What follows belongs to an exercise in optimizing a design on an open flow for small area, a short achievable clock period and few clock cycles per item; a production flow would make more cautious choices. RTL that was checked went through simulation tests only; none was proved equivalent to the original. No functional check of the RTL was part of runs 1 to 3. No activity file was given, so power comes from the tool's default toggle rates.

[design/flow/flow/run.sh]
#!/bin/bash
# Standard ORFS layout, with the port buffers made of the smallest buffer cell.
set -euo pipefail
export BUFFER_PORTS_ARGS="-buffer_cell sky130_fd_sc_hd__buf_1"
bash standard.sh finish > standard.log 2>&1
[design/flow/standard.sh]
#!/bin/bash
# synth_recipe.tcl (not shown) runs the flow's synth.tcl, then flattens the netlist and writes it again
# the make line also repeats each setting of config.mk as NAME=value (left out here)
make -C /OpenROAD-flow-scripts/flow DESIGN_CONFIG=/design/flow/config.mk WORK_HOME=/design/flow/orfs CLKGATE_MAP_FILE= SYNTH_SCRIPT=/design/flow/synth_recipe.tcl "${@:-finish}"
[design/flow/config.mk]
export PLATFORM = sky130hd
export DESIGN_NAME = data_feeder_top
export DESIGN_NICKNAME = data_feeder_top
export VERILOG_FILES = /design/flow/design.v
export SDC_FILE = /design/flow/constraint.sdc
export NUM_CORES = 4
export LEC_CHECK = 0
export ABC_CLOCK_PERIOD_IN_PS = 2500
export CAP_MARGIN = 20
export CORE_AREA = 5 5 235 235
export DIE_AREA = 0 0 240 240
export SETUP_SLACK_MARGIN = 2.5
export SLEW_MARGIN = 20
[design/flow/constraint.sdc]
create_clock -name core_clock -period 5.0 [get_ports {clk_i}]
set_input_delay 1.0000 -clock core_clock [delete_from_list [all_inputs] [get_ports {clk_i}]]
set_output_delay 1.0000 -clock core_clock [all_outputs]
set_load 0.01 [all_outputs]
[design/flow/design.v]
`default_nettype none
package feeder_pkg;
    typedef logic [31:0]  bus_addr_t;
    typedef logic [31:0]  bus_data_t;
    typedef logic [15:0]  word_t;
    typedef logic [511:0] line_t;
    typedef logic [4:0]   word_idx_t;
    typedef logic [14:0]  len_t;
    typedef logic [14:0]  sram_idx_t;
    typedef logic [7:0]   opcode_t;
    typedef logic [10:0]  line_cnt_t;
    localparam opcode_t OP_LOAD_INPUT  = 8'd9;
    localparam opcode_t OP_LOAD_WEIGHT = 8'd10;
    localparam bus_addr_t REG_DRAM_ADDR = 32'h0000_2024;
    localparam bus_addr_t REG_DRAM_LEN  = 32'h0000_2028;
    localparam bus_addr_t REG_XFER      = 32'h0000_2030;
    localparam bus_addr_t REG_SRAM_IDX  = 32'h0000_2034;
    localparam bus_addr_t REG_DATA_TYPE = 32'h0000_2038;
    localparam bus_addr_t REG_BUSY      = 32'h0000_0020;
    localparam int unsigned LINE_BYTES = 64;
    typedef struct packed {
        bus_addr_t addr;
        len_t      len;
        sram_idx_t sram_idx;
        logic      weight;
    } xfer_cfg_t;
    typedef struct packed {
        logic      valid;
        opcode_t   opcode;
        word_t     data;
        sram_idx_t idx;
    } load_cmd_t;
endpackage
`default_nettype wire
`default_nettype none
module feeder_regs #(
    parameter feeder_pkg::bus_addr_t BUS_BASE = 32'hC400_0000
) (
    input  logic                  clk_i,
    input  logic                  rst_i,
    input  logic                  host_strobe_i,
    input  logic                  host_rw_i,
    input  feeder_pkg::bus_addr_t host_addr_i,
    input  feeder_pkg::bus_data_t host_wdata_i,
    output logic                  host_ready_o,
    output feeder_pkg::bus_data_t host_rdata_o,
    input  logic                  busy_i,
    output feeder_pkg::xfer_cfg_t cfg_o,
    output logic                  start_o
);
    localparam feeder_pkg::bus_addr_t ADDR_DRAM_ADDR = BUS_BASE + feeder_pkg::REG_DRAM_ADDR;
    localparam feeder_pkg::bus_addr_t ADDR_DRAM_LEN  = BUS_BASE + feeder_pkg::REG_DRAM_LEN;
    localparam feeder_pkg::bus_addr_t ADDR_XFER      = BUS_BASE + feeder_pkg::REG_XFER;
    localparam feeder_pkg::bus_addr_t ADDR_SRAM_IDX  = BUS_BASE + feeder_pkg::REG_SRAM_IDX;
    localparam feeder_pkg::bus_addr_t ADDR_DATA_TYPE = BUS_BASE + feeder_pkg::REG_DATA_TYPE;
    localparam feeder_pkg::bus_addr_t ADDR_BUSY      = BUS_BASE + feeder_pkg::REG_BUSY;
    logic        wr_en;
    logic        rd_en;
    logic [30:0] addr_q;    
    logic        busy_q;
    assign wr_en = host_strobe_i && host_rw_i;
    assign rd_en = host_strobe_i && !host_rw_i;
    always_ff @(posedge clk_i) begin
        if (rst_i) begin
            start_o <= 1'b0;
        end else begin
            start_o <= wr_en && (host_addr_i == ADDR_XFER);
        end
    end
    always_ff @(posedge clk_i) begin
        if (rst_i) begin
            addr_q       <= '0;
            cfg_o.sram_idx <= '0;
            cfg_o.weight <= 1'b0;
        end else if (wr_en) begin
            if (host_addr_i == ADDR_DRAM_ADDR) begin
                addr_q <= host_wdata_i[31:1];
            end
            if (host_addr_i == ADDR_SRAM_IDX) begin
                cfg_o.sram_idx <= feeder_pkg::sram_idx_t'(host_wdata_i);
            end
            if (host_addr_i == ADDR_DATA_TYPE) begin
                cfg_o.weight <= host_wdata_i[0];
            end
        end
    end
    always_ff @(posedge clk_i) begin
        if (wr_en && (host_addr_i == ADDR_DRAM_LEN)) begin
            cfg_o.len <= feeder_pkg::len_t'(host_wdata_i);
        end
    end
    assign cfg_o.addr = {addr_q, 1'b0};
    always_ff @(posedge clk_i) begin
        if (rst_i) begin
            host_ready_o <= 1'b0;
        end else begin
            host_ready_o <= host_strobe_i;
        end
    end
    always_ff @(posedge clk_i) begin
        if (rst_i) begin
            busy_q <= 1'b0;
        end else if (rd_en && (host_addr_i == ADDR_BUSY)) begin
            busy_q <= busy_i || start_o;
        end
    end
    assign host_rdata_o = feeder_pkg::bus_data_t'(busy_q);
endmodule
`default_nettype wire
`default_nettype none
module dram_read_req (
    input  logic                  clk_i,
    input  logic                  rst_i,
    input  logic                  start_i,
    input  feeder_pkg::xfer_cfg_t cfg_i,
    input  logic                  fifo_addr_full_i,
    input  logic                  fifo_rw_full_i,
    output logic                  dram_addr_valid_o,
    output feeder_pkg::bus_addr_t dram_addr_o
);
    logic                  active_q;    
    logic                  valid_q;     
    logic [30:0]           addr_q;      
    logic [9:0]            full_q;
    logic [1:0]            part_q;
    logic [5:0]            part_words;
    logic [1:0]            part_lines;
    logic                  full_zero;
    logic                  last_req;
    logic                  fifo_ready;
    assign part_words = 6'(cfg_i.len[4:0]) + 6'(cfg_i.addr[5:1]);
    assign part_lines = (part_words == 6'd0)  ? 2'd0 :
                        (part_words <= 6'd32) ? 2'd1 : 2'd2;
    assign full_zero  = (full_q == '0);
    assign last_req   = full_zero ? (part_q == 2'd1) : ((full_q == 10'd1) && (part_q == 2'd0));
    assign fifo_ready = !fifo_addr_full_i && !fifo_rw_full_i;
    always_ff @(posedge clk_i) begin
        if (rst_i) begin
            active_q <= 1'b0;
            valid_q  <= 1'b0;
        end else if (start_i) begin
            active_q <= 1'b1;
            valid_q  <= fifo_ready;
        end else if (valid_q) begin
            valid_q <= 1'b0;
            if (last_req) begin
                active_q <= 1'b0;
            end
        end else begin
            valid_q <= active_q && fifo_ready;
        end
    end
    always_ff @(posedge clk_i) begin
        if (start_i) begin
            addr_q <= cfg_i.addr[31:1];
            full_q <= cfg_i.len[14:5];
            part_q <= part_lines;
        end else if (valid_q) begin
            addr_q <= {addr_q[30:5] + 1'b1, 5'd0};
            if (full_zero) begin
                part_q <= part_q - 1'b1;
            end else begin
                full_q <= full_q - 1'b1;
            end
        end
    end
    assign dram_addr_valid_o = valid_q;
    assign dram_addr_o       = {addr_q, 1'b0};
endmodule
`default_nettype wire
`default_nettype none
module gemm_load_feeder (
    input  logic                  clk_i,
    input  logic                  rst_i,
    input  logic                  start_i,
    input  feeder_pkg::xfer_cfg_t cfg_i,
    input  logic                  fifo_data_empty_i,
    input  feeder_pkg::line_t     dram_line_i,
    output logic                  fifo_data_rd_en_o,
    output feeder_pkg::load_cmd_t load_cmd_o,
    output logic                  busy_o
);
    logic                  active_q;    
    logic [3:0]            ptr_lo_q;    
    logic [7:0]            ptr_hi_q;    
    feeder_pkg::len_t      left_q;      
    logic                  pop_q;       
    logic                  pop_only_q;  
    logic                  fresh_q;     
    feeder_pkg::sram_idx_t idx_q;
    logic                  valid_q;
    feeder_pkg::word_t     data_q;
    logic                  take;
    logic                  last_word;
    logic                  next_last;
    logic                  at_30;
    logic                  at_31;
    feeder_pkg::word_t     word;
    assign take      = active_q && !fifo_data_empty_i && !pop_only_q;
    assign last_word = (left_q == 15'd1);
    assign at_30     = ptr_hi_q[7] && ptr_lo_q[2];
    assign at_31     = ptr_hi_q[7] && ptr_lo_q[3];
    assign next_last = (left_q == 15'd2) || at_30;
    always_ff @(posedge clk_i) begin
        if (rst_i) begin
            active_q   <= 1'b0;
            pop_q      <= 1'b0;
            pop_only_q <= 1'b0;
            valid_q    <= 1'b0;
        end else begin
            valid_q    <= take;
            pop_only_q <= 1'b0;
            if (start_i) begin
                active_q <= 1'b1;
                pop_q    <= 1'b0;
            end else if (take) begin
                if (last_word) begin
                    active_q <= 1'b0;
                end
                if (pop_q) begin
                    pop_q <= 1'b0;
                end else if (at_31 || last_word) begin
                    pop_q      <= 1'b1;
                    pop_only_q <= 1'b1;
                end else begin
                    pop_q <= next_last;
                end
            end else if (pop_only_q) begin
                pop_q <= 1'b0;
            end
        end
    end
    always_ff @(posedge clk_i) begin
        if (start_i) begin
            ptr_lo_q <= 4'(1) << cfg_i.addr[2:1];
            ptr_hi_q <= 8'(1) << cfg_i.addr[5:3];
            left_q  <= cfg_i.len;
            fresh_q <= 1'b1;
        end else if (take) begin
            ptr_lo_q <= {ptr_lo_q[2:0], ptr_lo_q[3]};
            if (ptr_lo_q[3]) begin
                ptr_hi_q <= {ptr_hi_q[6:0], ptr_hi_q[7]};
            end
            left_q  <= left_q - 1'b1;
            fresh_q <= 1'b0;
        end
    end
    always_ff @(posedge clk_i) begin
        if (take) begin
            idx_q <= fresh_q ? cfg_i.sram_idx : feeder_pkg::sram_idx_t'(idx_q + 1'b1);
        end
    end
    always_comb begin
        word = '0;
        for (int k = 0; k < 32; k++) begin
            word = word | (dram_line_i[16*k +: 16] & {16{ptr_lo_q[k % 4] & ptr_hi_q[k / 4]}});
        end
    end
    always_ff @(posedge clk_i) begin
        data_q <= word;
    end
    assign load_cmd_o.valid  = valid_q;
    assign load_cmd_o.opcode = cfg_i.weight ? feeder_pkg::OP_LOAD_WEIGHT
                                            : feeder_pkg::OP_LOAD_INPUT;
    assign load_cmd_o.data   = data_q;
    assign load_cmd_o.idx    = idx_q;
    assign fifo_data_rd_en_o = pop_q;
    assign busy_o            = active_q;
endmodule
`default_nettype wire
`default_nettype none
module data_feeder_top #(
    parameter feeder_pkg::bus_addr_t BUS_BASE = 32'hC400_0000
) (
    input  logic                  clk_i,
    input  logic                  rst_i,
    input  logic                  host_strobe_i,
    input  logic                  host_rw_i,
    input  feeder_pkg::bus_addr_t host_addr_i,
    input  feeder_pkg::bus_data_t host_wdata_i,
    output logic                  host_ready_o,
    output feeder_pkg::bus_data_t host_rdata_o,
    input  logic                  fifo_addr_full_i,
    input  logic                  fifo_rw_full_i,
    input  logic                  fifo_data_empty_i,
    input  feeder_pkg::line_t     dram_line_i,
    output logic                  dram_addr_valid_o,
    output feeder_pkg::bus_addr_t dram_addr_o,
    output logic                  fifo_data_rd_en_o,
    output feeder_pkg::load_cmd_t load_cmd_o
);
    feeder_pkg::xfer_cfg_t xfer_cfg;
    logic                  xfer_start;
    logic                  busy;
    feeder_regs #(
        .BUS_BASE (BUS_BASE)
    ) feeder_regs_inst (
        .clk_i         (clk_i),
        .rst_i         (rst_i),
        .host_strobe_i (host_strobe_i),
        .host_rw_i     (host_rw_i),
        .host_addr_i   (host_addr_i),
        .host_wdata_i  (host_wdata_i),
        .host_ready_o  (host_ready_o),
        .host_rdata_o  (host_rdata_o),
        .busy_i        (busy),
        .cfg_o         (xfer_cfg),
        .start_o       (xfer_start)
    );
    dram_read_req dram_read_req_inst (
        .clk_i             (clk_i),
        .rst_i             (rst_i),
        .start_i           (xfer_start),
        .cfg_i             (xfer_cfg),
        .fifo_addr_full_i  (fifo_addr_full_i),
        .fifo_rw_full_i    (fifo_rw_full_i),
        .dram_addr_valid_o (dram_addr_valid_o),
        .dram_addr_o       (dram_addr_o)
    );
    gemm_load_feeder gemm_load_feeder_inst (
        .clk_i             (clk_i),
        .rst_i             (rst_i),
        .start_i           (xfer_start),
        .cfg_i             (xfer_cfg),
        .fifo_data_empty_i (fifo_data_empty_i),
        .dram_line_i       (dram_line_i),
        .fifo_data_rd_en_o (fifo_data_rd_en_o),
        .load_cmd_o        (load_cmd_o),
        .busy_o            (busy)
    );
endmodule
`default_nettype wire
==> results of run 1 <==
[logic make-up (layout without fill, tap and decap cells)]
group,Yosys count,in the layout,share of synthesized area
simple gates,368,368,0.168
buf+inv,170,746,0.0723
fa+ha+maj,15,15,0.0173
other cells,2,55,0.000666
flops,173,173,0.396
compound gates,389,389,0.247
mux,61,61,0.0554
xor+xnor,57,57,0.0442
[where the power goes]
part / total [mW] / internal, mW / switching (mW)
Combinational: 0.369 / 0.164 / 0.205
Clock: 1.52 / 0.879 / 0.644
Sequential: 1.49 / 1.49 / 0.000134
Total: 3.38 / 2.53 / 0.849
[layer usage]
layer | GRT usage | up-vias | routed length [um]
met5 | 0 | - | 85
met4 | 0.0834 | 14 | 2140
met3 | 0.0553 | 133 | 6270
met2 | 0.413 | 754 | 36900
met1 | 0.310 | 6558 | 29800
li1 | - | 5929 | -
[critical path, stage by stage, from the launching register on]
cell,delay (ps)
edfxtp_1,440
buf_12,220
a222oi_1,430
nor2_2,100
nor3_1,210
o21ai_1,170
or4b_2,690
[stage by stage]
stage                     total power [mW]  worst slack (ps)  hold slack [ps]
after CTS                             3.42              2540              500
after global routing                  3.50              2470              521
after detailed placement              1.88              1790              481
final                                 3.38              2590              498
after floorplan                       1.65              2430              454
after global placement                1.88              1860              472
[worst max-delay path by stage]
| stage | from | end | slack (ps) | cells past startpoint |
|---|---|---|---|---|
| 2_1_floorplan | host_addr_i[1] | feeder_regs_inst.busy_q | 2430 | 5 |
| 3_3_place_gp | gemm_load_feeder_inst.ptr_lo_q[3] | gemm_load_feeder_inst.data_q[7] | 1860 | 4 |
| 3_5_place_dp | host_addr_i[27] | feeder_regs_inst.cfg_o[3] | 1790 | 6 |
| 4_1_cts | gemm_load_feeder_inst.ptr_hi_q[2] | gemm_load_feeder_inst.data_q[5] | 2540 | 6 |
| 5_1_grt | gemm_load_feeder_inst.ptr_hi_q[1] | gemm_load_feeder_inst.data_q[5] | 2470 | 6 |
| 6_report | gemm_load_feeder_inst.ptr_hi_q[1] | gemm_load_feeder_inst.data_q[5] | 2590 | 6 |
[cell usage in the layout (no fill, tap or decap), types with 5 or more instances in the layout]
| master | n |
|---|---|
| a211oi_1 | 5 |
| a21oi_1 | 41 |
| a222oi_1 | 42 |
| a22o_1 | 19 |
| a22oi_1 | 152 |
| a31oi_1 | 28 |
| and2_1 | 6 |
| and3_1 | 11 |
| buf_1 | 650 |
| buf_12 | 5 |
| buf_4 | 27 |
| clkbuf_16 | 18 |
| conb_1 | 38 |
| dfxtp_1 | 72 |
| diode_2 | 17 |
| edfxtp_1 | 100 |
| ha_1 | 14 |
| inv_1 | 26 |
| mux2_2 | 12 |
| mux2i_1 | 49 |
| nand2_1 | 86 |
| nand2b_1 | 9 |
| nand3_1 | 72 |
| nand4_1 | 18 |
| nor2_1 | 87 |
| nor3_1 | 23 |
| nor4_1 | 12 |
| nor4_4 | 5 |
| o211ai_1 | 5 |
| o21ai_0 | 50 |
| o22ai_1 | 20 |
| or3_1 | 5 |
| xnor2_1 | 23 |
| xor2_1 | 34 |
[layout make-up]
| class | count | area [um2] |
|---|---|---|
| antenna | 17 | 42.5 |
| clock buffer | 18 | 450 |
| clock inverter | 14 | 203 |
| fill | 5793 | 37300 |
| inverter | 29 | 114 |
| multi-input combinational | 928 | 6210 |
| sequential | 173 | 4470 |
| tap | 688 | 861 |
| timing repair buffer | 685 | 2770 |
[state kept, by name, indices dropped and copies added, names as in the netlist, 2 cells and up]
name	count
gemm_load_feeder_inst.left_q	15
feeder_regs_inst.cfg_o	31
gemm_load_feeder_inst.idx_q	15
gemm_load_feeder_inst.ptr_lo_q	4
dram_read_req_inst.addr_q	31
gemm_load_feeder_inst.ptr_hi_q	8
dram_read_req_inst.part_q	2
gemm_load_feeder_inst.data_q	16
feeder_regs_inst.addr_q	31
dram_read_req_inst.full_q	10
[what timing repair did]
action,4_1_cts,5_1_grt
setup buffers,7,1
endpoints found under the setup margin,25,25
resized for setup,9,5
pin swaps,2,2
==> out/qor.csv, run 1 <==
stage,metric,value,unit
grt,grt_max_degree,84,
yosys,synth_area_leader_cell,edfxtp_1,
floorplanning,dieArea,57600,um2
floorplanning,start_util,0.215,
cts,htreeDepth,4,
setup_path,ff2ff_path_depth,6,
setup_path,required,5330,ps
floorplanning,fp.dieW,240,um
hold_path,whs_path_depth,2,
routing,ant_nets,0,
setup_path,worstSetupPathType,reg2reg,
hold_path,min-delay-start,dram_read_req_inst.active_q,
outcome,status,no timing/DRC/antenna violations,
pwr,power_leakage,5.01,nW
routing,drt_iter0_drc,1347,
cts,cts_buffers,17,
setup_path,worstPathArrival,2740,ps
routing,drt-pass1-iter-count,7,
cts,ctsHoldBuffers,0,
yosys,synthTopCellsByCount,"a22oi_1 (152), edfxtp_1 (100), nor2_1 (88)",
grt,grt_pass1_vias,13300,
hold_path,whs_endpoint,dram_read_req_inst.active_q,
cts,clk_latency,460,ps
grt,grt_pass1_wl,100000,um
setup_path,r2r_end,gemm_load_feeder_inst.data_q[5],
setup_path,r2r_slack,2590,ps
cts,clkTransAtPathRegs,70,ps
sta,fin_crit,2410,ps
finish,final_area,15100,um2
routing,wirelength,75200,um
sta,hold_viol_final,0,
routing,vias,13400,
yosys,seq_area_frac_synth,0.396,
yosys,synthArstFlopShare,0,
place,place_inst,2495,
routing,drc,0,
place,placed_cell_area,14300,um2
hold_path,hp-class,reg2reg,
sta,fin_setup_tns,0,ps
yosys,synth_most_common_cell,a22oi_1,
sta,worst_pin_slew,886,ps
floorplanning,rows,84,
sta,final.period_utilization,0.482,
routing,via_per_inst,5.25,
sta,maxSlewViolCount,0,
setup_path,r2r_start,gemm_load_feeder_inst.ptr_hi_q[1],
yosys,syn_inst,1235,
setup_path,end_kind,register,
place,portBuffers,651,
yosys,synth_edf_count,100,
grt,overflow,0,
yosys,ys_ff_latch,173,
setup_path,startpoint_type,register,
grt,grt_usage,0.245,
cts,cts_max_path_buffers,2,
flow_run,drv_cap,0,
finish,layoutNonFillerInstCount,2552,
place,gp_congestion,1.03,
cts,cts_tree,done,
pwr,irDropWorstVdd,0.219,mV
finish,nets,2432,
yosys,yosysUniqueCellTypes,67,
place,place.detailed.hpwl,61600,um
cts,cts_sinks,173,
finish,drive_gt1_frac,0.0579,
grt,antenna_found_initial,46,
floorplanning,die_h,240,um
finish,syn_to_final_growth,34.0,%
floorplanning,core_area,52400,um2
sta,rsz0062_at_grt,yes,
yosys,syn_area_per_cell,9.14,um2
yosys,synth_top_area_frac,0.266,
setup_path,worstPathMaxFanout,55,
sta,max_freq,415,MHz
cts,clock-root-buffer,clkbuf_16,
sta,worst_clock_skew,11.6,ps
sta,slew-limit-headroom,0.408,
yosys,synthTopCellsByArea,"edfxtp_1 (27%), dfxtp_1 (13%), a22oi_1 (10%), mux2i_1 (4.3%), a222oi_1 (3.7%)",
yosys,yosysWarnings,4,
finish,utilization,0.288,
pwr,powerDensity,224,nW/um2
yosys,netlist_area,11300,um2
floorplanning,io_pins,690,
routing,post_drt_wl_per_cell,29.5,um
yosys,synth-main-ff-cell,edfxtp_1,
sta,finalSetupViolations,0,
==> inputs of run 2 (changes only) <==
--- a/design/flow/design.v
+++ b/design/flow/design.v
@@ -182,6 +182,5 @@
 );
     logic                  active_q;    
-    logic [3:0]            ptr_lo_q;    
-    logic [7:0]            ptr_hi_q;    
+    logic [31:0]           sel_q;       
     feeder_pkg::len_t      left_q;      
     logic                  pop_q;       
@@ -199,6 +198,6 @@
     assign take      = active_q && !fifo_data_empty_i && !pop_only_q;
     assign last_word = (left_q == 15'd1);
-    assign at_30     = ptr_hi_q[7] && ptr_lo_q[2];
-    assign at_31     = ptr_hi_q[7] && ptr_lo_q[3];
+    assign at_30     = sel_q[30];
+    assign at_31     = sel_q[31];
     assign next_last = (left_q == 15'd2) || at_30;
     always_ff @(posedge clk_i) begin
@@ -233,13 +232,9 @@
     always_ff @(posedge clk_i) begin
         if (start_i) begin
-            ptr_lo_q <= 4'(1) << cfg_i.addr[2:1];
-            ptr_hi_q <= 8'(1) << cfg_i.addr[5:3];
+            sel_q   <= 32'(1) << cfg_i.addr[5:1];
             left_q  <= cfg_i.len;
             fresh_q <= 1'b1;
         end else if (take) begin
-            ptr_lo_q <= {ptr_lo_q[2:0], ptr_lo_q[3]};
-            if (ptr_lo_q[3]) begin
-                ptr_hi_q <= {ptr_hi_q[6:0], ptr_hi_q[7]};
-            end
+            sel_q   <= {sel_q[30:0], sel_q[31]};
             left_q  <= left_q - 1'b1;
             fresh_q <= 1'b0;
@@ -254,5 +249,5 @@
         word = '0;
         for (int k = 0; k < 32; k++) begin
-            word = word | (dram_line_i[16*k +: 16] & {16{ptr_lo_q[k % 4] & ptr_hi_q[k / 4]}});
+            word = word | (dram_line_i[16*k +: 16] & {16{sel_q[k]}});
         end
     end
==> out/qor.csv, run 2 <==
stage,metric,value,unit,change
grt,grt_max_degree,71,,was 84
setup_path,worstPathMaxFanout,11,,was 55
yosys,synth_edf_count,120,,was 100
sta,worst_pin_slew,1080,ps,was 886 ps
yosys,yosysWarnings,4,,unchanged
setup_path,cp_num_buf_inv,1,,unchanged
finish,layout_commonest_cell,buf_1,,unchanged
setup_path,ff2ff_path_depth,4,,was 6
setup_path,crit_cells,4,,was 6
finish,nets,2395,,was 2432
yosys,synthTopCellsByCount,"a22oi_1 (192), edfxtp_1 (120), clkbuf_1 (88)",,"was a22oi_1 (152), edfxtp_1 (100), nor2_1 (88)"
sta,finalSetupViolations,0,,unchanged
routing,vias,13600,,was 13400
cts,clock-root-buffer,clkbuf_16,,unchanged
yosys,yosysUniqueCellTypes,60,,was 67
floorplanning,rows,84,,unchanged
finish,layout_common_cells,"buf_1 (650), a22oi_1 (191), edfxtp_1 (120)",,"was buf_1 (650), a22oi_1 (152), edfxtp_1 (100)"
place,place.detailed.hpwl,71200,um,was 61600 um
sta,final.period_utilization,0.510,,was 0.482
sta,hold_viol_final,0,,unchanged
setup_path,end_kind,register,,unchanged
finish,syn_to_final_growth,32.0,%,was 34.0%
floorplanning,die_h,240,um,unchanged
routing,drt-pass1-iter-count,7,,unchanged
setup_path,setup.worst_path.start,gemm_load_feeder_inst.sel_q[8],,was gemm_load_feeder_inst.ptr_hi_q[1]
grt,grt_pass1_wl,111000,um,was 100000 um
pwr,combPwrFrac,0.120,,was 0.109
setup_path,r2r_end,gemm_load_feeder_inst.data_q[7],,was gemm_load_feeder_inst.data_q[5]
setup_path,startpoint_type,register,,unchanged
setup_path,path_delay_family,simple AND/OR/NAND/NOR gates,,unchanged
cts,clkTransAtPathRegs,90,ps,was 70 ps
sta,slew-limit-headroom,0.283,,was 0.408
setup_path,r2r_start,gemm_load_feeder_inst.sel_q[8],,was gemm_load_feeder_inst.ptr_hi_q[1]
yosys,syn_area_per_cell,9.88,um2,was 9.14 um2
routing,drc,0,,unchanged
pwr,p_sw_frac,0.288,,was 0.251
place,portBuffers,651,,unchanged
setup_path,worstPathArrival,2880,ps,was 2740 ps
setup_path,slowest_stage,edfxtp_1,,was or4b_2
yosys,syn_inst,1189,,was 1235
place,placed_cell_area,14800,um2,was 14300 um2
routing,via_per_inst,5.42,,was 5.25
cts,cts_sinks,193,,was 173
yosys,synthTopCellsByArea,"edfxtp_1 (31%), dfxtp_1 (12%), a22oi_1 (12%), mux2i_1 (4.2%), buf_4 (2.8%)",,"was edfxtp_1 (27%), dfxtp_1 (13%), a22oi_1 (10%), mux2i_1 (4.3%), a222oi_1 (3.7%)"
finish,largest_reg_flops,32,,
yosys,synth-main-ff-cell,edfxtp_1,,unchanged
sta,fin_hold_ws,500,ps,was 498 ps
grt,grt_usage,0.280,,was 0.245
routing,drt_iter0_drc,1533,,was 1347
pwr,seq_power_share,0.475,,was 0.441
pwr,powerDensity,228,nW/um2,was 224 nW/um2
place,place_inst,2464,,was 2495
finish,utilization,0.296,,was 0.288
yosys,synth_most_common_cell,a22oi_1,,unchanged
grt,grt_pass1_vias,13400,,was 13300
yosys,ys_ff_latch,193,,was 173
yosys,synth_top_area_frac,0.307,,was 0.266
yosys,netlist_area,11800,um2,was 11300 um2
pwr,p_int,2.52,mW,was 2.53 mW
cts,ctsHoldBuffers,0,,unchanged
outcome,status,no timing/DRC/antenna violations,,unchanged
setup_path,required,5330,ps,about the same
pwr,clkPwrFrac,0.405,,was 0.450
floorplanning,io_pins,690,,unchanged
floorplanning,core_area,52400,um2,unchanged
pwr,p_switching,1.02,mW,was 0.849 mW
yosys,synthArstFlopShare,0,,unchanged
setup_path,crit_end,gemm_load_feeder_inst.data_q[7],,was gemm_load_feeder_inst.data_q[5]
sta,fin_crit,2550,ps,was 2410 ps
setup_path,worstSetupPathType,reg2reg,,unchanged
finish,largest_register,gemm_load_feeder_inst.sel_q,,
setup_path,critPathMaxStageDelay,650,ps,was 690 ps
sta,worst_clock_skew,29.7,ps,was 11.6 ps
hold_path,hp-class,reg2reg,,unchanged
floorplanning,start_util,0.224,,was 0.215
floorplanning,fp.dieW,240,um,unchanged
setup_path,worstPathCellList,buf_4 > a22oi_1 > nand4_1 > or4_1,,was buf_12 > a222oi_1 > nor2_2 > nor3_1 > o21ai_1 > or4b_2
routing,post_drt_wl_per_cell,34.3,um,was 29.5 um
cts,htreeDepth,4,,unchanged
sta,max_freq,392,MHz,was 415 MHz
grt,overflow,0,,unchanged
routing,ant_nets,0,,unchanged
finish,drive_gt1_frac,0.0591,,was 0.0579
finish,layoutNonFillerInstCount,2509,,was 2552
pwr,power_leakage,4.93,nW,was 5.01 nW
sta,rsz0062_at_grt,no,,was yes
place,gp_congestion,1.05,,was 1.03
cts,cts_tree,done,,unchanged
cts,cts_buffers,17,,unchanged
routing,wirelength,86100,um,was 75200 um
yosys,synth_area_leader_cell,edfxtp_1,,unchanged
sta,maxSlewViolCount,0,,unchanged
cts,clk_latency,470,ps,was 460 ps
finish,final_area,15500,um2,was 15100 um2
sta,fin_setup_tns,0,ps,unchanged
flow_run,drv_cap,0,,unchanged
cts,cts_max_path_buffers,2,,unchanged
setup_path,r2r_slack,2450,ps,was 2590 ps
yosys,seq_area_frac_synth,0.431,,was 0.396
floorplanning,dieArea,57600,um2,unchanged
pwr,irDropWorstVdd,0.246,mV,was 0.219 mV
grt,antenna_found_initial,16,,was 46
run 2: cell types whose count changed after synthesis, moves of 17 or more:
cell       delta
a22oi_1      +40
nand4_1      +27
a21oi_1      -26
a222oi_1     -42
a31oi_1      -28
nand3_1      -23
edfxtp_1     +20
a221oi_1     +29
buf_1        -20
o22ai_1      -20
clkbuf_1     +17
nand2_1      -19
o2bb2ai_1    +29
run 2: worst min path at each step:
stage | cells after the start | start | slack [ps] | endpoint
5_1_grt | 2 | feeder_regs_inst.addr_q[17] | 530 | feeder_regs_inst.addr_q[17]
3_3_place_gp | 2 | dram_read_req_inst.active_q | 470 | dram_read_req_inst.active_q
6_report | 2 | feeder_regs_inst.addr_q[17] | 500 | feeder_regs_inst.addr_q[17]
2_1_floorplan | 2 | feeder_regs_inst.addr_q[6] | 450 | feeder_regs_inst.addr_q[6]
4_1_cts | 2 | feeder_regs_inst.addr_q[17] | 500 | feeder_regs_inst.addr_q[17]
3_5_place_dp | 2 | dram_read_req_inst.active_q | 480 | dram_read_req_inst.active_q
run 2: cell families (layout without fill, tap and decap cells):
family          after synthesis  after routing  share of synthesized area
flops                       193            193                      0.431
fa+ha+maj                    15             15                     0.0166
buf+inv                     156            741                     0.0648
compound gates              361            361                      0.229
simple gates                343            343                      0.161
mux                          61             61                     0.0532
xor+xnor                     58             58                     0.0432
other cells                   2             49                   0.000639
run 2: worst register-to-register path, delay by kind of cell (launching register included):
family	cells	cell delay, ps
AOI/OAI and AO/OA	1	530
buffers and inverters	1	320
DFF	1	650
and+or+nand+nor	2	940
run 2: layout make-up:
cell class                      instances  area [um2]
Antenna cell                           11        27.5
Clock buffer                           18         439
Clock inverter                         14         161
Fill cell                            5726       36900
Inverter                               19        71.3
Multi-Input combinational cell        876        6130
Sequential cell                       193        5070
Tap cell                              688         861
Timing Repair Buffer                  690        2760
run 2: layer usage:
metal / up-vias / track usage / share of wire
met5: - / 0 / 0.00030
li1: 5798 / - / -
met3: 125 / 0.0682 / 0.093
met2: 850 / 0.442 / 0.45
met1: 6823 / 0.379 / 0.42
met4: 4 / 0.0885 / 0.038
run 2: power groups by stage:
| stage | sequential, mW | combinational [mW] | clock (mW) |
|---|---|---|---|
| 2_1_floorplan | 1.71 | 0.123 | 0 |
| 3_3_place_gp | 1.72 | 0.408 | 0 |
| 3_5_place_dp | 1.72 | 0.405 | 0 |
| 4_1_cts | 1.68 | 0.408 | 1.46 |
| 5_1_grt | 1.68 | 0.440 | 1.52 |
| 6_report | 1.68 | 0.425 | 1.43 |
run 2: what timing repair did:
action	4_1_cts	5_1_grt
pin swaps	0	1
buffers inserted	0	2
hold endpoints to repair	0	0
endpoints found under the setup margin	6	23
gates resized for setup	3	5
run 2: through the flow:
step	worst slack (ps)	total power, mW
6_report	2450	3.54
5_1_grt	2500	3.64
4_1_cts	2510	3.55
3_5_place_dp	1990	2.12
3_3_place_gp	2060	2.12
2_1_floorplan	2480	1.83
==> inputs of run 3 (changes only) <==
--- a/design/flow/design.v
+++ b/design/flow/design.v
@@ -58,4 +58,7 @@
     logic        rd_en;
     logic [30:0] addr_q;    
+    logic        addr_set_q;
+    logic [14:0] idx_q;
+    logic        idx_set_q;
     logic        busy_q;
     assign wr_en = host_strobe_i && host_rw_i;
@@ -70,13 +73,13 @@
     always_ff @(posedge clk_i) begin
         if (rst_i) begin
-            addr_q       <= '0;
-            cfg_o.sram_idx <= '0;
+            addr_set_q   <= 1'b0;
+            idx_set_q    <= 1'b0;
             cfg_o.weight <= 1'b0;
         end else if (wr_en) begin
             if (host_addr_i == ADDR_DRAM_ADDR) begin
-                addr_q <= host_wdata_i[31:1];
+                addr_set_q <= 1'b1;
             end
             if (host_addr_i == ADDR_SRAM_IDX) begin
-                cfg_o.sram_idx <= feeder_pkg::sram_idx_t'(host_wdata_i);
+                idx_set_q <= 1'b1;
             end
             if (host_addr_i == ADDR_DATA_TYPE) begin
@@ -86,9 +89,18 @@
     end
     always_ff @(posedge clk_i) begin
-        if (wr_en && (host_addr_i == ADDR_DRAM_LEN)) begin
-            cfg_o.len <= feeder_pkg::len_t'(host_wdata_i);
+        if (wr_en) begin
+            if (host_addr_i == ADDR_DRAM_ADDR) begin
+                addr_q <= host_wdata_i[31:1];
+            end
+            if (host_addr_i == ADDR_SRAM_IDX) begin
+                idx_q <= feeder_pkg::sram_idx_t'(host_wdata_i);
+            end
+            if (host_addr_i == ADDR_DRAM_LEN) begin
+                cfg_o.len <= feeder_pkg::len_t'(host_wdata_i);
+            end
         end
     end
-    assign cfg_o.addr = {addr_q, 1'b0};
+    assign cfg_o.addr     = {addr_q & {31{addr_set_q}}, 1'b0};
+    assign cfg_o.sram_idx = idx_q & {15{idx_set_q}};
     always_ff @(posedge clk_i) begin
         if (rst_i) begin
@@ -182,5 +194,6 @@
 );
     logic                  active_q;    
-    logic [31:0]           sel_q;       
+    logic [3:0]            ptr_lo_q;    
+    logic [7:0]            ptr_hi_q;    
     feeder_pkg::len_t      left_q;      
     logic                  pop_q;       
@@ -198,6 +211,6 @@
     assign take      = active_q && !fifo_data_empty_i && !pop_only_q;
     assign last_word = (left_q == 15'd1);
-    assign at_30     = sel_q[30];
-    assign at_31     = sel_q[31];
+    assign at_30     = ptr_hi_q[7] && ptr_lo_q[2];
+    assign at_31     = ptr_hi_q[7] && ptr_lo_q[3];
     assign next_last = (left_q == 15'd2) || at_30;
     always_ff @(posedge clk_i) begin
@@ -232,9 +245,13 @@
     always_ff @(posedge clk_i) begin
         if (start_i) begin
-            sel_q   <= 32'(1) << cfg_i.addr[5:1];
+            ptr_lo_q <= 4'(1) << cfg_i.addr[2:1];
+            ptr_hi_q <= 8'(1) << cfg_i.addr[5:3];
             left_q  <= cfg_i.len;
             fresh_q <= 1'b1;
         end else if (take) begin
-            sel_q   <= {sel_q[30:0], sel_q[31]};
+            ptr_lo_q <= {ptr_lo_q[2:0], ptr_lo_q[3]};
+            if (ptr_lo_q[3]) begin
+                ptr_hi_q <= {ptr_hi_q[6:0], ptr_hi_q[7]};
+            end
             left_q  <= left_q - 1'b1;
             fresh_q <= 1'b0;
@@ -249,5 +266,5 @@
         word = '0;
         for (int k = 0; k < 32; k++) begin
-            word = word | (dram_line_i[16*k +: 16] & {16{sel_q[k]}});
+            word = word | (dram_line_i[16*k +: 16] & {16{ptr_lo_q[k % 4] & ptr_hi_q[k / 4]}});
         end
     end
==> out/qor.csv, run 3 <==
stage,metric,value,unit,change
sta,fin_crit,2490,ps,was 2550 ps
finish,syn_to_final_growth,36.7,%,was 32.0%
yosys,yosysUniqueCellTypes,61,,was 60
grt,grt_usage,0.272,,was 0.280
cts,clkTransAtPathRegs,90,ps,about the same
hold_path,min-delay-start,gemm_load_feeder_inst.pop_only_q,,was feeder_regs_inst.addr_q[17]
hold_path,hp-class,reg2reg,,unchanged
grt,grt.busiest_layer,met2,,unchanged
sta,worst_pin_slew,853,ps,was 1080 ps
setup_path,setup.worst_path.start,gemm_load_feeder_inst.ptr_hi_q[2],,was gemm_load_feeder_inst.sel_q[8]
floorplanning,rows,84,,unchanged
routing,ant_nets,0,,unchanged
floorplanning,die_h,240,um,unchanged
yosys,synthArstFlopShare,0,,unchanged
finish,drive_gt1_frac,0.0715,,was 0.0591
cts,clk_latency,450,ps,was 470 ps
routing,drc,0,,unchanged
routing,wirelength,83900,um,was 86100 um
finish,layout_commonest_cell,buf_1,,unchanged
routing,post_drt_wl_per_cell,33.5,um,was 34.3 um
cts,cts_tree,done,,unchanged
yosys,synth_top_family_by_area,compound AO/OA/AOI/OAI gates,,unchanged
finish,fillCellCount,5723,,was 5726
floorplanning,core_area,52400,um2,unchanged
yosys,synthTopCellsByCount,"a22oi_1 (169), edfxtp_1 (146), nand2_1 (90)",,"was a22oi_1 (192), edfxtp_1 (120), clkbuf_1 (88)"
flow_run,drv_cap,0,,unchanged
sta,worst_clock_skew,13.3,ps,was 29.7 ps
place,place.detailed.hpwl,69000,um,was 71200 um
routing,via_per_inst,5.30,,was 5.42
setup_path,r2r_end,gemm_load_feeder_inst.data_q[11],,was gemm_load_feeder_inst.data_q[7]
yosys,synthSimpleGateAreaFrac,0.142,,was 0.161
finish,layoutNonFillerInstCount,2503,,was 2509
setup_path,worstPathMaxFanout,22,,was 11
yosys,syn_inst,1146,,was 1189
yosys,synth_top_area_frac,0.395,,was 0.307
grt,gr-usage-met3,0.148,,was 0.0682
finish,layout_common_cells,"buf_1 (651), a22oi_1 (169), edfxtp_1 (146)",,"was buf_1 (650), a22oi_1 (191), edfxtp_1 (120)"
finish,final_area,15200,um2,was 15500 um2
setup_path,required,5280,ps,was 5330 ps
place,placed_cell_area,14200,um2,was 14800 um2
sta,fin_setup_tns,0,ps,unchanged
sta,slew-limit-headroom,0.431,,was 0.283
yosys,ys_ff_latch,175,,was 193
yosys,synthTopCellsByArea,"edfxtp_1 (39%), a22oi_1 (11%), dfxtp_1 (5.2%), nand2_1 (3.0%), xor2_1 (2.8%)",,"was edfxtp_1 (31%), dfxtp_1 (12%), a22oi_1 (12%), mux2i_1 (4.2%), buf_4 (2.8%)"
pwr,powerDensity,220,nW/um2,was 228 nW/um2
sta,final.period_utilization,0.499,,was 0.510
grt,grt_max_degree,53,,was 71
pwr,power_leakage,4.97,nW,was 4.93 nW
routing,drt-pass1-iter-count,6,,was 7
yosys,yosysWarnings,5,,was 4
sta,max_freq,401,MHz,was 392 MHz
sta,fin_hold_ws,423,ps,was 500 ps
yosys,synth_fa_ha_area_frac,0.0176,,was 0.0166
yosys,muxShareOfSynthArea,0.0178,,was 0.0532
setup_path,ff2ff_path_depth,6,,was 4
sta,maxSlewViolCount,0,,unchanged
setup_path,worstSetupPathType,reg2reg,,unchanged
setup_path,r2r_slack,2510,ps,was 2450 ps
grt,antenna_found_initial,69,,was 16
pwr,irDropWorstVdd,0.298,mV,was 0.246 mV
grt,grt_pass1_vias,13000,,was 13400
setup_path,worst_path_most_repeated_cell,buf_4,,
setup_path,critPathMaxStageDelay,510,ps,was 650 ps
cts,clock-root-buffer,clkbuf_16,,unchanged
routing,vias,13300,,was 13600
place,portBuffers,651,,unchanged
place,place_inst,2422,,was 2464
yosys,synth_area_leader_cell,edfxtp_1,,unchanged
finish,utilization,0.290,,was 0.296
grt,overflow,0,,unchanged
place,gp_congestion,1.01,,was 1.05
routing,drt_iter0_drc,1461,,was 1533
floorplanning,start_util,0.212,,was 0.224
cts,cts_buffers,17,,unchanged
cts,cts_sinks,175,,was 193
grt,grtUsageMet2,0.406,,was 0.442
yosys,synth_compound_area_frac,0.260,,was 0.229
yosys,synth_most_common_cell,a22oi_1,,unchanged
setup_path,startpoint_type,register,,unchanged
cts,cts_max_path_buffers,2,,unchanged
finish,nets,2374,,was 2395
sta,finalSetupViolations,0,,unchanged
setup_path,crit_end,gemm_load_feeder_inst.data_q[11],,was gemm_load_feeder_inst.data_q[7]
yosys,netlist_area,11100,um2,was 11800 um2
sta,rsz0062_at_grt,no,,unchanged
floorplanning,dieArea,57600,um2,unchanged
setup_path,r2r_start,gemm_load_feeder_inst.ptr_hi_q[2],,was gemm_load_feeder_inst.sel_q[8]
cts,htreeDepth,4,,unchanged
outcome,status,no timing/DRC/antenna violations,,unchanged
yosys,synth_edf_count,146,,was 120
finish,top_regs,"dram_read_req_inst.addr_q x31, feeder_regs_inst.addr_q x31",,
yosys,syn_area_per_cell,9.69,um2,was 9.88 um2
setup_path,slowest_stage,edfxtp_1,,unchanged
sta,hold_viol_final,0,,unchanged
yosys,synth-main-ff-cell,edfxtp_1,,unchanged
floorplanning,io_pins,690,,unchanged
grt,met1_usage,0.328,,was 0.379
yosys,synth_xor_xnor_area_share,0.0473,,was 0.0432
setup_path,worstPathArrival,2770,ps,was 2880 ps
setup_path,worstPathCellList,buf_4 > buf_4 > a222oi_1 > a31oi_1 > nor3_1 > nand3_1,,was buf_4 > a22oi_1 > nand4_1 > or4_1
setup_path,end_kind,register,,unchanged
floorplanning,fp.dieW,240,um,unchanged
yosys,seq_area_frac_synth,0.447,,was 0.431
grt,grt_pass1_wl,108000,um,was 111000 um
-- run 3: cell count changes after synthesis, sizes merged, moves of 26 or more --
cell     before  now
o22ai         0   27
a21oi        15   44
edfxtp      120  146
dfxtp        73   29
a222oi        0   31
clkbuf       88   60
o2bb2ai      32    1
mux2i        49    4
nor2         73   44
nand4        46   19
-- run 3: area by class of cell --
cell class                      count  area (um2)  area share
Inverter                           30         133     0.00873
Clock inverter                     15         179      0.0118
Timing Repair Buffer              703        2900       0.191
Sequential cell                   175        4970       0.327
Antenna cell                       26        65.1     0.00428
Clock buffer                       17         425      0.0280
Multi-Input combinational cell    849        5650       0.372
Tap cell                          688         861      0.0567
-- run 3: critical path: cells and delay by family, from the launching register on --
kind,cells,cell delay (ps)
buffers and inverters,2,470
AO/OA/AOI/OAI,2,540
AND/OR/NAND/NOR,2,770
flip-flops,1,510
-- run 3: worst min path at each step --
stage,depth (start not counted),endpoint,slack (ps)
after CTS,1,gemm_load_feeder_inst.pop_q,420
after global placement,1,gemm_load_feeder_inst.pop_q,400
after floorplan,1,gemm_load_feeder_inst.pop_q,390
final,1,gemm_load_feeder_inst.pop_q,420
after global routing,1,gemm_load_feeder_inst.pop_q,440
after detailed placement,1,gemm_load_feeder_inst.pop_q,410
-- run 3: per-stage QoR --
step	setup slack, ps	total power, mW
after floorplan	2260	1.72
after global placement	1730	1.96
after detailed placement	1690	1.96
after CTS	2450	3.37
after global routing	2510	3.45
final	2510	3.34
-- run 3: what timing repair did --
item	in CTS	in global routing
hold buffers	0	0
resized for setup	15	11
setup buffers	13	9
cloned	1	0
endpoints found under the setup margin	77	67
pin swaps	4	8
-- run 3: power breakdown --
part           switching, mW  leakage (nW)  internal [mW]
Clock                  0.724         0.288          0.682
Sequential          0.000168          1.58           1.56
Combinational          0.211          3.11          0.163
-- run 3: cells by family (layout without fill, tap and decap cells) --
| family | count (synthesis) | after routing |
|---|---|---|
| AO/OA/AOI/OAI | 403 | 403 |
| XOR/XNOR | 60 | 60 |
| adder cells (fa/ha/maj) | 15 | 15 |
| buffers and inverters | 159 | 765 |
| flip-flops | 175 | 175 |
| multiplexers | 18 | 18 |
| other | 2 | 64 |
| AND/OR/NAND/NOR | 314 | 315 |
-- run 3: per-layer routing --
metal	wire length, um	share of wire	vias to the layer above
li1	-	-	5754
met1	31900	0.38	6448
met2	36600	0.44	848
met3	12000	0.14	167
met4	3130	0.037	46
met5	309	0.0037	-
==> inputs of run 4 (changes only) <==
--- a/design/flow/design.v
+++ b/design/flow/design.v
@@ -9,5 +9,4 @@
     typedef logic [14:0]  sram_idx_t;
     typedef logic [7:0]   opcode_t;
-    typedef logic [10:0]  line_cnt_t;
     localparam opcode_t OP_LOAD_INPUT  = 8'd9;
     localparam opcode_t OP_LOAD_WEIGHT = 8'd10;
@@ -20,5 +19,4 @@
     localparam int unsigned LINE_BYTES = 64;
     typedef struct packed {
-        bus_addr_t addr;
         len_t      len;
         sram_idx_t sram_idx;
@@ -47,4 +45,5 @@
     input  logic                  busy_i,
     output feeder_pkg::xfer_cfg_t cfg_o,
+    output logic                  addr_we_o,
     output logic                  start_o
 );
@@ -55,13 +54,12 @@
     localparam feeder_pkg::bus_addr_t ADDR_DATA_TYPE = BUS_BASE + feeder_pkg::REG_DATA_TYPE;
     localparam feeder_pkg::bus_addr_t ADDR_BUSY      = BUS_BASE + feeder_pkg::REG_BUSY;
-    logic        wr_en;
-    logic        rd_en;
-    logic [30:0] addr_q;    
-    logic        addr_set_q;
-    logic [14:0] idx_q;
-    logic        idx_set_q;
-    logic        busy_q;
-    assign wr_en = host_strobe_i && host_rw_i;
-    assign rd_en = host_strobe_i && !host_rw_i;
+    logic wr_en;
+    logic rd_en;
+    logic busy_q;
+    logic idx_set_q;
+    feeder_pkg::sram_idx_t idx_q;
+    assign wr_en     = host_strobe_i && host_rw_i;
+    assign rd_en     = host_strobe_i && !host_rw_i;
+    assign addr_we_o = wr_en && (host_addr_i == ADDR_DRAM_ADDR);
     always_ff @(posedge clk_i) begin
         if (rst_i) begin
@@ -73,35 +71,27 @@
     always_ff @(posedge clk_i) begin
         if (rst_i) begin
-            addr_set_q   <= 1'b0;
-            idx_set_q    <= 1'b0;
             cfg_o.weight <= 1'b0;
+            idx_set_q    <= 1'b0;
         end else if (wr_en) begin
-            if (host_addr_i == ADDR_DRAM_ADDR) begin
-                addr_set_q <= 1'b1;
+            if (host_addr_i == ADDR_DATA_TYPE) begin
+                cfg_o.weight <= host_wdata_i[0];
             end
             if (host_addr_i == ADDR_SRAM_IDX) begin
                 idx_set_q <= 1'b1;
             end
-            if (host_addr_i == ADDR_DATA_TYPE) begin
-                cfg_o.weight <= host_wdata_i[0];
-            end
         end
     end
     always_ff @(posedge clk_i) begin
-        if (wr_en) begin
-            if (host_addr_i == ADDR_DRAM_ADDR) begin
-                addr_q <= host_wdata_i[31:1];
-            end
-            if (host_addr_i == ADDR_SRAM_IDX) begin
-                idx_q <= feeder_pkg::sram_idx_t'(host_wdata_i);
-            end
-            if (host_addr_i == ADDR_DRAM_LEN) begin
-                cfg_o.len <= feeder_pkg::len_t'(host_wdata_i);
-            end
+        if (wr_en && (host_addr_i == ADDR_SRAM_IDX)) begin
+            idx_q <= feeder_pkg::sram_idx_t'(host_wdata_i);
         end
     end
-    assign cfg_o.addr     = {addr_q & {31{addr_set_q}}, 1'b0};
     assign cfg_o.sram_idx = idx_q & {15{idx_set_q}};
     always_ff @(posedge clk_i) begin
+        if (wr_en && (host_addr_i == ADDR_DRAM_LEN)) begin
+            cfg_o.len <= feeder_pkg::len_t'(host_wdata_i);
+        end
+    end
+    always_ff @(posedge clk_i) begin
         if (rst_i) begin
             host_ready_o <= 1'b0;
@@ -124,30 +114,48 @@
     input  logic                  clk_i,
     input  logic                  rst_i,
+    input  logic                  addr_we_i,
+    input  feeder_pkg::bus_data_t wdata_i,
     input  logic                  start_i,
     input  feeder_pkg::xfer_cfg_t cfg_i,
+    output feeder_pkg::word_idx_t first_word_o,
     input  logic                  fifo_addr_full_i,
     input  logic                  fifo_rw_full_i,
     output logic                  dram_addr_valid_o,
-    output feeder_pkg::bus_addr_t dram_addr_o
+    output feeder_pkg::bus_addr_t dram_addr_o,
+    output logic                  busy_o
 );
-    logic                  active_q;    
-    logic                  valid_q;     
-    logic [30:0]           addr_q;      
-    logic [9:0]            full_q;
-    logic [1:0]            part_q;
-    logic [5:0]            part_words;
-    logic [1:0]            part_lines;
-    logic                  full_zero;
-    logic                  last_req;
-    logic                  fifo_ready;
-    assign part_words = 6'(cfg_i.len[4:0]) + 6'(cfg_i.addr[5:1]);
+    logic [30:0] addr_q;
+    logic        active_q;    
+    logic        rewind_q;    
+    logic        valid_q;     
+    logic        first_q;     
+    logic [9:0]  full_q;
+    logic [1:0]  part_q;
+    logic [5:0]  part_words;
+    logic [1:0]  part_lines;
+    logic        full_zero;
+    logic        last_step;
+    logic        step;
+    logic        fifo_ready;
+    logic [25:0] line_next;
+    assign part_words = 6'(cfg_i.len[4:0]) + 6'(addr_q[4:0]);
     assign part_lines = (part_words == 6'd0)  ? 2'd0 :
                         (part_words <= 6'd32) ? 2'd1 : 2'd2;
     assign full_zero  = (full_q == '0);
-    assign last_req   = full_zero ? (part_q == 2'd1) : ((full_q == 10'd1) && (part_q == 2'd0));
+    assign last_step  = full_zero ? (part_q == 2'd1) : ((full_q == 10'd1) && (part_q == 2'd0));
+    assign step       = valid_q || rewind_q;
     assign fifo_ready = !fifo_addr_full_i && !fifo_rw_full_i;
+    always_comb begin
+        logic carry;
+        carry = 1'b1;
+        for (int i = 0; i < 26; i++) begin
+            line_next[i] = addr_q[5 + i] ^ carry;
+            carry        = carry & (addr_q[5 + i] ^ rewind_q);
+        end
+    end
     always_ff @(posedge clk_i) begin
         if (rst_i) begin
             active_q <= 1'b0;
+            rewind_q <= 1'b0;
             valid_q  <= 1'b0;
         end else if (start_i) begin
@@ -156,6 +164,11 @@
         end else if (valid_q) begin
             valid_q <= 1'b0;
-            if (last_req) begin
+            if (last_step) begin
                 active_q <= 1'b0;
+                rewind_q <= 1'b1;
+            end
+        end else if (rewind_q) begin
+            if (last_step) begin
+                rewind_q <= 1'b0;
             end
         end else begin
@@ -164,10 +177,17 @@
     end
     always_ff @(posedge clk_i) begin
-        if (start_i) begin
-            addr_q <= cfg_i.addr[31:1];
+        if (rst_i) begin
+            addr_q <= '0;
+        end else if (addr_we_i) begin
+            addr_q <= wdata_i[31:1];
+        end else if (step) begin
+            addr_q[30:5] <= line_next;
+        end
+    end
+    always_ff @(posedge clk_i) begin
+        if (start_i || (valid_q && last_step)) begin
             full_q <= cfg_i.len[14:5];
             part_q <= part_lines;
-        end else if (valid_q) begin
-            addr_q <= {addr_q[30:5] + 1'b1, 5'd0};
+        end else if (step) begin
             if (full_zero) begin
                 part_q <= part_q - 1'b1;
@@ -177,6 +197,15 @@
         end
     end
+    always_ff @(posedge clk_i) begin
+        if (start_i) begin
+            first_q <= 1'b1;
+        end else if (valid_q) begin
+            first_q <= 1'b0;
+        end
+    end
     assign dram_addr_valid_o = valid_q;
-    assign dram_addr_o       = {addr_q, 1'b0};
+    assign dram_addr_o       = {addr_q[30:5], addr_q[4:0] & {5{first_q}}, 1'b0};
+    assign first_word_o      = addr_q[4:0];
+    assign busy_o            = active_q || rewind_q;
 endmodule
 `default_nettype wire
@@ -187,4 +216,5 @@
     input  logic                  start_i,
     input  feeder_pkg::xfer_cfg_t cfg_i,
+    input  feeder_pkg::word_idx_t first_word_i,
     input  logic                  fifo_data_empty_i,
     input  feeder_pkg::line_t     dram_line_i,
@@ -193,4 +223,5 @@
     output logic                  busy_o
 );
+    feeder_pkg::sram_idx_t idx_q;
     logic                  active_q;    
     logic [3:0]            ptr_lo_q;    
@@ -200,5 +231,4 @@
     logic                  pop_only_q;  
     logic                  fresh_q;     
-    feeder_pkg::sram_idx_t idx_q;
     logic                  valid_q;
     feeder_pkg::word_t     data_q;
@@ -245,8 +275,8 @@
     always_ff @(posedge clk_i) begin
         if (start_i) begin
-            ptr_lo_q <= 4'(1) << cfg_i.addr[2:1];
-            ptr_hi_q <= 8'(1) << cfg_i.addr[5:3];
-            left_q  <= cfg_i.len;
-            fresh_q <= 1'b1;
+            ptr_lo_q <= 4'(1) << first_word_i[1:0];
+            ptr_hi_q <= 8'(1) << first_word_i[4:2];
+            left_q   <= cfg_i.len;
+            fresh_q  <= 1'b1;
         end else if (take) begin
             ptr_lo_q <= {ptr_lo_q[2:0], ptr_lo_q[3]};
@@ -254,6 +284,6 @@
                 ptr_hi_q <= {ptr_hi_q[6:0], ptr_hi_q[7]};
             end
-            left_q  <= left_q - 1'b1;
-            fresh_q <= 1'b0;
+            left_q   <= left_q - 1'b1;
+            fresh_q  <= 1'b0;
         end
     end
@@ -304,5 +334,8 @@
     feeder_pkg::xfer_cfg_t xfer_cfg;
     logic                  xfer_start;
-    logic                  busy;
+    logic                  addr_we;
+    feeder_pkg::word_idx_t first_word;
+    logic                  req_busy;
+    logic                  load_busy;
     feeder_regs #(
         .BUS_BASE (BUS_BASE)
@@ -316,6 +349,7 @@
         .host_ready_o  (host_ready_o),
         .host_rdata_o  (host_rdata_o),
-        .busy_i        (busy),
+        .busy_i        (req_busy || load_busy),
         .cfg_o         (xfer_cfg),
+        .addr_we_o     (addr_we),
         .start_o       (xfer_start)
     );
@@ -323,10 +357,14 @@
         .clk_i             (clk_i),
         .rst_i             (rst_i),
+        .addr_we_i         (addr_we),
+        .wdata_i           (host_wdata_i),
         .start_i           (xfer_start),
         .cfg_i             (xfer_cfg),
+        .first_word_o      (first_word),
         .fifo_addr_full_i  (fifo_addr_full_i),
         .fifo_rw_full_i    (fifo_rw_full_i),
         .dram_addr_valid_o (dram_addr_valid_o),
-        .dram_addr_o       (dram_addr_o)
+        .dram_addr_o       (dram_addr_o),
+        .busy_o            (req_busy)
     );
     gemm_load_feeder gemm_load_feeder_inst (
@@ -335,9 +373,10 @@
         .start_i           (xfer_start),
         .cfg_i             (xfer_cfg),
+        .first_word_i      (first_word),
         .fifo_data_empty_i (fifo_data_empty_i),
         .dram_line_i       (dram_line_i),
         .fifo_data_rd_en_o (fifo_data_rd_en_o),
         .load_cmd_o        (load_cmd_o),
-        .busy_o            (busy)
+        .busy_o            (load_busy)
     );
 endmodule
==> out/qor.csv, run 4 <==
stage,metric,value,unit,change
finish,syn_to_final_growth,39.6,%,was 36.7%
setup_path,startpoint_type,register,,unchanged
yosys,synthTopCellsByArea,"edfxtp_1 (24%), dfxtp_1 (12%), a22oi_1 (10%), a21oi_1 (3.8%), a222oi_1 (3.1%)",,"was edfxtp_1 (39%), a22oi_1 (11%), dfxtp_1 (5.2%), nand2_1 (3.0%), xor2_1 (2.8%)"
sta,max_freq,407,MHz,was 401 MHz
routing,vias,13900,,was 13300
finish,layout_commonest_cell,buf_1,,unchanged
sta,rsz0062_at_grt,yes,,was no
grt,overflow,0,,unchanged
yosys,synth_most_common_cell,a22oi_1,,unchanged
cts,cts_max_path_buffers,2,,unchanged
sta,slew-limit-headroom,0.327,,was 0.431
finish,largest_register,dram_read_req_inst.addr_q,,
grt,grt_pass1_wl,112000,um,was 108000 um
pwr,clkPwrFrac,0.450,,was 0.421
place,placed_cell_area,13500,um2,was 14200 um2
yosys,yosysUniqueCellTypes,74,,was 61
pwr,irDropWorstVdd,0.259,mV,was 0.298 mV
cts,clkTransAtPathRegs,70,ps,was 90 ps
finish,largest_reg_flops,31,,
pwr,p_int,2.13,mW,was 2.41 mW
yosys,netlist_area,10500,um2,was 11100 um2
pwr,p_total,2.94,mW,was 3.34 mW
floorplanning,die_h,240,um,unchanged
sta,fin_hold_ws,465,ps,was 423 ps
grt,grt_max_degree,61,,was 53
routing,post_drt_wl_per_cell,33.6,um,was 33.5 um
pwr,powerDensity,200,nW/um2,was 220 nW/um2
yosys,syn_area_per_cell,8.78,um2,was 9.69 um2
routing,drt-pass1-iter-count,6,,unchanged
hold_path,hp-class,reg2reg,,unchanged
cts,cts_buffers,17,,unchanged
floorplanning,rows,84,,unchanged
cts,cts_tree,done,,unchanged
outcome,status,no timing/DRC/antenna violations,,unchanged
setup_path,worstPathMaxFanout,8,,was 22
yosys,synth_edf_count,84,,was 146
finish,final_area,14700,um2,was 15200 um2
yosys,seq_area_frac_synth,0.355,,was 0.447
sta,fin_setup_tns,0,ps,unchanged
floorplanning,fp.dieW,240,um,unchanged
pwr,power_leakage,4.74,nW,was 4.97 nW
sta,fin_crit,2460,ps,was 2490 ps
sta,finalSetupViolations,0,,unchanged
floorplanning,core_area,52400,um2,unchanged
sta,worst_pin_slew,1010,ps,was 853 ps
setup_path,worstSetupPathType,reg2reg,,unchanged
routing,drt_iter0_drc,1399,,was 1461
finish,nets,2427,,was 2374
grt,grt_usage,0.283,,was 0.272
yosys,synth-main-ff-cell,edfxtp_1,,unchanged
place,portBuffers,651,,unchanged
place,place_inst,2463,,was 2422
yosys,synth_area_leader_cell,edfxtp_1,,unchanged
sta,postLayoutSetupSlackWorst,2540,ps,was 2510 ps
flow_run,drv_cap,0,,unchanged
yosys,yosysWarnings,4,,was 5
place,place.detailed.hpwl,71300,um,was 69000 um
sta,worst_clock_skew,21.1,ps,was 13.3 ps
floorplanning,io_pins,690,,unchanged
pwr,p_switching,0.814,mW,was 0.935 mW
pwr,combPwrFrac,0.125,,was 0.112
finish,layoutNonFillerInstCount,2575,,was 2503
setup_path,worstPathArrival,2800,ps,was 2770 ps
routing,ant_nets,0,,unchanged
place,gp_congestion,0.999,,was 1.01
floorplanning,start_util,0.201,,was 0.212
yosys,synthTopCellsByCount,"a22oi_1 (145), edfxtp_1 (84), nand2_1 (81)",,"was a22oi_1 (169), edfxtp_1 (146), nand2_1 (90)"
finish,utilization,0.280,,was 0.290
finish,layout_common_cells,"buf_1 (649), a22oi_1 (144), edfxtp_1 (84)",,"was buf_1 (651), a22oi_1 (169), edfxtp_1 (146)"
place,dp_slack,1500,ps,was 1690 ps
yosys,syn_inst,1200,,was 1146
sta,final.period_utilization,0.491,,was 0.499
cts,htreeDepth,4,,unchanged
routing,via_per_inst,5.41,,was 5.30
finish,top_regs,"dram_read_req_inst.addr_q x31, feeder_regs_inst.cfg_o x16, gemm_load_feeder_inst.data_q x16",,"was dram_read_req_inst.addr_q x31, feeder_regs_inst.addr_q x31"
setup_path,end_kind,register,,unchanged
yosys,synthArstFlopShare,0,,unchanged
routing,drc,0,,unchanged
setup_path,required,5340,ps,was 5280 ps
cts,cts_sinks,145,,was 175
finish,drive_gt1_frac,0.0798,,was 0.0715
sta,hold_viol_final,0,,unchanged
grt,grt_pass1_vias,13600,,was 13000
grt,antenna_found_initial,88,,was 69
cts,clock-root-buffer,clkbuf_16,,unchanged
yosys,synth_top_area_frac,0.239,,was 0.395
pwr,p_sw_frac,0.277,,was 0.280
routing,wirelength,86500,um,was 83900 um
sta,maxSlewViolCount,0,,unchanged
cts,clk_latency,470,ps,was 450 ps
floorplanning,dieArea,57600,um2,unchanged
pwr,seq_power_share,0.425,,was 0.468
yosys,ys_ff_latch,145,,was 175
-- run 4: final timing paths --
path                            cells past startpoint                               from  slack, ps                              end
worst max-delay path                                5  gemm_load_feeder_inst.ptr_lo_q[0]       2540  gemm_load_feeder_inst.data_q[4]
worst min-delay path                                2         feeder_regs_inst.idx_set_q        460       feeder_regs_inst.idx_set_q
worst max register to register                      5  gemm_load_feeder_inst.ptr_lo_q[0]       2540  gemm_load_feeder_inst.data_q[4]
worst min register to register                      2         feeder_regs_inst.idx_set_q        460       feeder_regs_inst.idx_set_q
-- run 4: logic make-up (layout without fill, tap and decap cells) --
logic type,after synthesis,after routing,share of synthesized area
and+or+nand+nor,333,334,0.171
AOI/OAI and AO/OA,462,462,0.314
buffers and inverters,176,782,0.0821
xor gates and xnor gates,60,60,0.0499
other,2,82,0.000713
adders and majority gates,14,14,0.0173
muxes,8,8,0.00879
DFF,145,145,0.355
-- run 4: final cells by class --
cell class              count  area (um2)
inverters                  34         134
diodes                     44         110
well taps                 688         861
clock buffers              20         479
flip-flops and latches    145        3760
repair buffers            716        3010
fillers                  5824       37700
clock inverters            12         113
multi-input cells         916        6240
-- run 4: power groups by stage --
| stage | clock network [mW] | logic (mW) | registers [mW] |
|---|---|---|---|
| 6_report | 1.32 | 0.368 | 1.25 |
| 2_1_floorplan | 0 | 0.127 | 1.28 |
| 5_1_grt | 1.41 | 0.392 | 1.25 |
| 3_3_place_gp | 0 | 0.354 | 1.28 |
| 3_5_place_dp | 0 | 0.357 | 1.28 |
| 4_1_cts | 1.37 | 0.361 | 1.25 |
-- run 4: worst max-delay path, cell delays in order (launching register included) --
cell and delay (ps):
edfxtp_1 480, buf_6 210, a222oi_1 600, o22ai_1 140, or4b_1 580, or3_1 320
-- run 4: what timing repair did --
action                     4_1_cts  5_1_grt
setup buffers                   22       13
hold buffers                     0        0
setup endpoints to repair      101       53
resized for setup               22       27
pin swaps                        5        9
gates cloned                     0        1
-- run 4: routing by layer --
layer / vias to the layer above / track usage / part of all wire
met5: - / 0 / 0.0026
met4: 34 / 0.178 / 0.060
met3: 212 / 0.129 / 0.12
met2: 907 / 0.430 / 0.45
met1: 6788 / 0.323 / 0.36
li1: 5996 / - / -
Testbench counts of run 4, summed over its fixed seeds: cycles 185,016, words 174,743.
==> inputs of run 5 (changes only) <==
--- a/design/flow/config.mk
+++ b/design/flow/config.mk
@@ -10,4 +10,5 @@
 export CORE_AREA = 5 5 235 235
 export DIE_AREA = 0 0 240 240
+export PLACE_DENSITY = 0.85
 export SETUP_SLACK_MARGIN = 2.5
 export SLEW_MARGIN = 20
==> out/qor.csv, run 5 <==
stage,metric,value,unit,change
routing,wirelength,86500,um,about the same
finish,utilization,0.285,,was 0.280
pwr,power_leakage,4.73,nW,was 4.74 nW
place,place.detailed.hpwl,68800,um,was 71300 um
yosys,synth_edf_count,84,,unchanged
sta,slew-limit-headroom,0.382,,was 0.327
place,place_inst,2463,,unchanged
yosys,synth-main-ff-cell,edfxtp_1,,unchanged
yosys,yosysWarnings,4,,unchanged
setup_path,cp_num_buf_inv,2,,was 1
pwr,p_total,3.01,mW,was 2.94 mW
yosys,synthTopCellsByCount,"a22oi_1 (145), edfxtp_1 (84), nand2_1 (81)",,unchanged
yosys,ys_ff_latch,145,,unchanged
outcome,status,no timing/DRC/antenna violations,,unchanged
pwr,powerDensity,201,nW/um2,was 200 nW/um2
sta,rsz0062_at_grt,yes,,unchanged
setup_path,path_delay_family,simple AND/OR/NAND/NOR gates,,unchanged
place,portBuffers,651,,unchanged
hold_path,whs_path_depth,2,,unchanged
finish,final_area,15000,um2,was 14700 um2
place,dp_slack,1450,ps,was 1500 ps
cts,clkTransAtPathRegs,90,ps,was 70 ps
setup_path,slowest_stage,or4_1,,was a222oi_1
floorplanning,die_h,240,um,unchanged
sta,postLayoutSetupSlackWorst,2490,ps,was 2540 ps
yosys,seq_area_frac_synth,0.355,,unchanged
setup_path,worstPathMaxFanout,38,,was 8
setup_path,required,5320,ps,was 5340 ps
finish,layoutNonFillerInstCount,2604,,was 2575
routing,post_drt_wl_per_cell,33.2,um,was 33.6 um
sta,worst_clock_skew,24.5,ps,was 21.1 ps
finish,largest_register,dram_read_req_inst.addr_q,,unchanged
sta,final.period_utilization,0.503,,was 0.491
pwr,irDropWorstVdd,0.194,mV,was 0.259 mV
cts,cts_tree,done,,unchanged
grt,grt_max_degree,61,,unchanged
cts,htreeDepth,4,,unchanged
yosys,synth_top_area_frac,0.239,,unchanged
routing,drt-pass1-iter-count,7,,was 6
setup_path,ff2ff_path_depth,7,,was 5
floorplanning,dieArea,57600,um2,unchanged
grt,antenna_found_initial,107,,was 88
finish,multi_input_area,6310,um2,was 6240 um2
routing,vias,14300,,was 13900
hold_path,hp-class,reg2reg,,unchanged
cts,ctsHoldBuffers,0,,unchanged
setup_path,crit_cells,7,,was 5
sta,max_freq,398,MHz,was 407 MHz
grt,grt_pass1_vias,13300,,was 13600
run 5: cell counts after synthesis:
Identical to the previous run, type by type.
run 5: worst paths after layout:
check        slack (ps)                              start                         endpoint
min reg2reg         470         feeder_regs_inst.idx_set_q       feeder_regs_inst.idx_set_q
min                 470         feeder_regs_inst.idx_set_q       feeder_regs_inst.idx_set_q
max                2490  gemm_load_feeder_inst.ptr_hi_q[2]  gemm_load_feeder_inst.data_q[7]
max reg2reg        2490  gemm_load_feeder_inst.ptr_hi_q[2]  gemm_load_feeder_inst.data_q[7]
run 5: per-layer routing:
metal | wire [um] | track usage
met1 | 30100 | 0.305
met2 | 37400 | 0.419
met3 | 15000 | 0.199
met4 | 3690 | 0.106
met5 | 380 | 0.0404
run 5: final cells by class:
type | instances | share of cell area
diodes | 65 | 0.0109
clock buffers | 18 | 0.0287
clock inverters | 14 | 0.0125
inverters | 34 | 0.0111
multi-input cells | 916 | 0.422
flip-flops and latches | 145 | 0.251
well taps | 688 | 0.0575
repair buffers | 724 | 0.207
run 5: kinds of logic after synthesis:
group	Yosys count	synth area share
xor+xnor	60	0.0499
simple gates	333	0.171
compound gates	462	0.314
fa+ha+maj	14	0.0173
other cells	2	0.000713
mux	8	0.00879
buf+inv	176	0.0821
flops	145	0.355
run 5: timing repair:
item / 4_1_cts / 5_1_grt
pin swaps: 7 / 10
endpoints found under the setup margin: 99 / 55
resized for setup: 43 / 38
cloned: 0 / 2
buffers inserted: 14 / 28
run 5: worst min-delay path: cells and delay by family (launching register included):
kind	cells	cell delay [ps]
and+or+nand+nor	2	120
DFF	1	330
run 5: power by group:
| part | total (mW) | switching [mW] | internal, mW |
|---|---|---|---|
| logic | 0.357 | 0.190 | 0.166 |
| clock network | 1.40 | 0.634 | 0.765 |
| registers | 1.25 | 0.000124 | 1.25 |
| total | 3.01 | 0.824 | 2.18 |

-- separate check: timing with driven ports --
The flow's constraints put no driver on any port. The routed layouts listed below were extracted and timed again, unchanged, in two steps. Step 1 assumes that a clkbuf_16 drives the clock port and a buf_2 every other input. Step 2 times the ports against the registers' clock, not the clock port: input delays grow and output delays shrink by t, the midpoint of the rising clock arrivals with the driver on. Three values: ideal ports, drivers, drivers and shift; two values: the first two.
run	t (ns)	slack for setup (ns)
run 1	0.504	2.588 / 2.588 / 2.144
run 2	0.504	2.451 / 2.451 / 2.124
run 3	0.497	2.505 / 2.505 / 2.187
run 4	0.516	2.543 / 2.543 / 2.066
run 5	0.495	2.486 / 2.486 / 1.998
After both steps setup and hold are still met in every run listed.
